Background: an optimization exercise with open tools, aiming at small area, a short achievable clock period and few clock cycles per item. Do not read the settings as production practice. The RTL was checked by simulation tests, not by an equivalence proof against the original design.

==> job 8533: inputs <==
==> flow/design.v (excerpt) <==
module pedometer_step_detector
(
    input  wire logic               clk,
    input  wire logic               rst_n,
    input  wire logic               cfg_valid,
    output logic                    cfg_ready,
    input  wire logic [2:0]         cfg_index,
    input  wire logic [15:0]        cfg_data,
    input  wire logic               sample_valid,
    output logic                    sample_ready,
    input  wire logic signed [15:0] sample_accel_x,
    input  wire logic signed [15:0] sample_accel_y,
    input  wire logic signed [15:0] sample_accel_z,
    input  wire logic [31:0]        sample_time_ms,
    output logic                    result_valid,
    input  wire logic               result_ready,
    output logic                    result_step_event,
    output logic [10:0]             result_step_length_mm,
    output logic [31:0]             result_steps_total,
    output logic [31:0]             result_distance_mm,
    output logic [23:0]             result_smoothed_magnitude
);
Settings: LEC_CHECK=0, CAP_MARGIN=20, CORE_MARGIN=2, CORE_UTILIZATION=40, SETUP_SLACK_MARGIN=4, SLEW_MARGIN=20; clock period 10.0 ns.
run.sh (not shown) runs the stock make flow with config.mk's settings and CLKGATE_MAP_FILE= SYNTH_SCRIPT=/design/flow/synth_recipe.tcl, a recipe that flattens the netlist after the stock synthesis.
==> job 3882: changes against job 8533 <==
SETUP_SLACK_MARGIN = 3   (was 4)
==> summary of the runs <==
- Clock skew: job 8533 is higher than job 3882 (0.023 ns).
- First-iteration DRC count: job 3882 is higher than job 8533 (9.2%).
- In job 3882 the sequential share of layout area is higher than in job 8533, by 1.2 points.
- Of job 3882 and job 8533, job 8533 has the higher clock-buffer cell count (gap 8).
- Global-route usage: job 8533 is higher than job 3882 (0.56 points).
- Of job 3882 and job 8533, job 8533 has the higher final cell count (gap about 2.5%, measured against job 8533).
- Area after synthesis is the same in job 3882 and job 8533.
Testbench counts of job 8533, summed over its fixed seeds: cycles 4,872, items 4,800.
Testbench counts of job 3882, summed over its fixed seeds: cycles 4,872, items 4,800.

* * *

==> inputs of run H <==
Another version of the RTL of pedometer_step_detector (not shown whole).
Settings: LEC_CHECK=0, CAP_MARGIN=20, CORE_MARGIN=2, CORE_UTILIZATION=40, SETUP_SLACK_MARGIN=4, SLEW_MARGIN=20; clock period 10.0 ns.
==> run C: changes against run H <==
--- a/flow/design.v
+++ b/flow/design.v
@@ -15,7 +15,7 @@
     localparam logic [23:0] TROUGH_RESET = 24'd512000;
     localparam logic [10:0] STRIDE_MIN   = 11'd400;
     localparam logic [10:0] STRIDE_MAX   = 11'd1200;
-    localparam int DT_W = 10;
+    localparam int DT_W = 8;
 endpackage
 `default_nettype wire
 `timescale 1ns / 1ps
- CORE_UTILIZATION: 40 -> 55
- SETUP_SLACK_MARGIN: 4 -> 4.5
==> run K: changes against run H <==
- SETUP_SLACK_MARGIN: 4 -> 3
==> results.txt <==
| metric | run H | run C | run K |
|---|---|---|---|
| Row count | 156 | 133 | 156 |
| Sequential cells | 800 | 782 | 800 |
| Ant diodes | 0 | 0 | 2 |
| Simple-gate share of the synthesized area | 0.1505 | 0.1537 | 0.1505 |
| GR Layer Usage met2 | 0.3765 | 0.4776 | 0.3719 |
| Launch instance of the worst min-delay path | d_rad[9] | e_d[4] | c_rad[0] |
| Unrepaired setup endpoints after global routing | yes | yes | no |
| Number of cell instances on the worst register-to-register path | 19 | 14 | 20 |
| Clock Buffer Count | 118 | 123 | 131 |
| Floorplan die area | 0.1852 mm² | 0.1345 mm² | 0.1852 mm² |
| Number of synthesized flops with an enable pin | 476 | 458 | 476 |
| First-pass GRT wire length | 314.1 mm | 313.0 mm | 312.1 mm |
| Cell type of the slowest stage on the worst timing path | nor2_2 | edfxtp_1 | dfstp_2 |
| Wire length on met1 | 82.33 mm | 88.87 mm | 80.93 mm |
| Outcome | finished clean | finished clean | finished clean |
| Floorplan die width | 430.4 µm | 366.8 µm | 430.4 µm |
Testbench counts of run H, summed over its fixed seeds: cycles 4,888, items 4,800.
Testbench counts of run C, summed over its fixed seeds: cycles 4,888, items 4,800.
Testbench counts of run K, summed over its fixed seeds: cycles 4,888, items 4,800.

## separate check: timing with driven ports
The flow's constraints put no driver on any port. The routed layouts listed below were extracted and timed again, unchanged, in two steps. Step 1 (the two cells are an assumption about what drives the block):
set clk [get_ports {clk}]
set_driving_cell -lib_cell sky130_fd_sc_hd__clkbuf_16 $clk
set_driving_cell -lib_cell sky130_fd_sc_hd__buf_2 [delete_from_list [all_inputs] $clk]
Step 2, shift: input delay + t, output delay - t, t = (earliest + latest rising clock arrival at the registers) / 2. This alone moves slack from input paths to output paths. a / b / c = ideal ports / drivers / drivers and shift; a / b = the first two.
run | shift t [ns] | setup WS [ns] | hold WS [ns] | clock arrival spread, ns | worst data-port slew with drivers (ns)
job 8533 | 0.790 | 3.018 / 3.018 / 3.018 | 0.413 / 0.413 / 0.413 | 0.051 / 0.051 | 0.15
job 3882 | 0.792 | 2.994 / 2.994 / 2.994 | 0.412 / 0.412 / 0.412 | 0.022 / 0.023 | 0.17
run H | 0.799 | 4.000 / 4.000 / 3.767 | 0.403 / 0.403 / 0.403 | 0.032 / 0.032 | 0.18
run C | 0.784 | 4.355 / 4.355 / 3.954 | 0.408 / 0.408 / 0.408 | 0.033 / 0.033 | 0.08
run K | 0.798 | 3.509 / 3.509 / 3.426 | 0.410 / 0.410 / 0.410 | 0.019 / 0.019 | 0.18
After both steps setup and hold are still met in every run listed. The setup slack of run C, which loses most, moves by 0.000 ns with the drivers and by -0.401 ns with both steps.
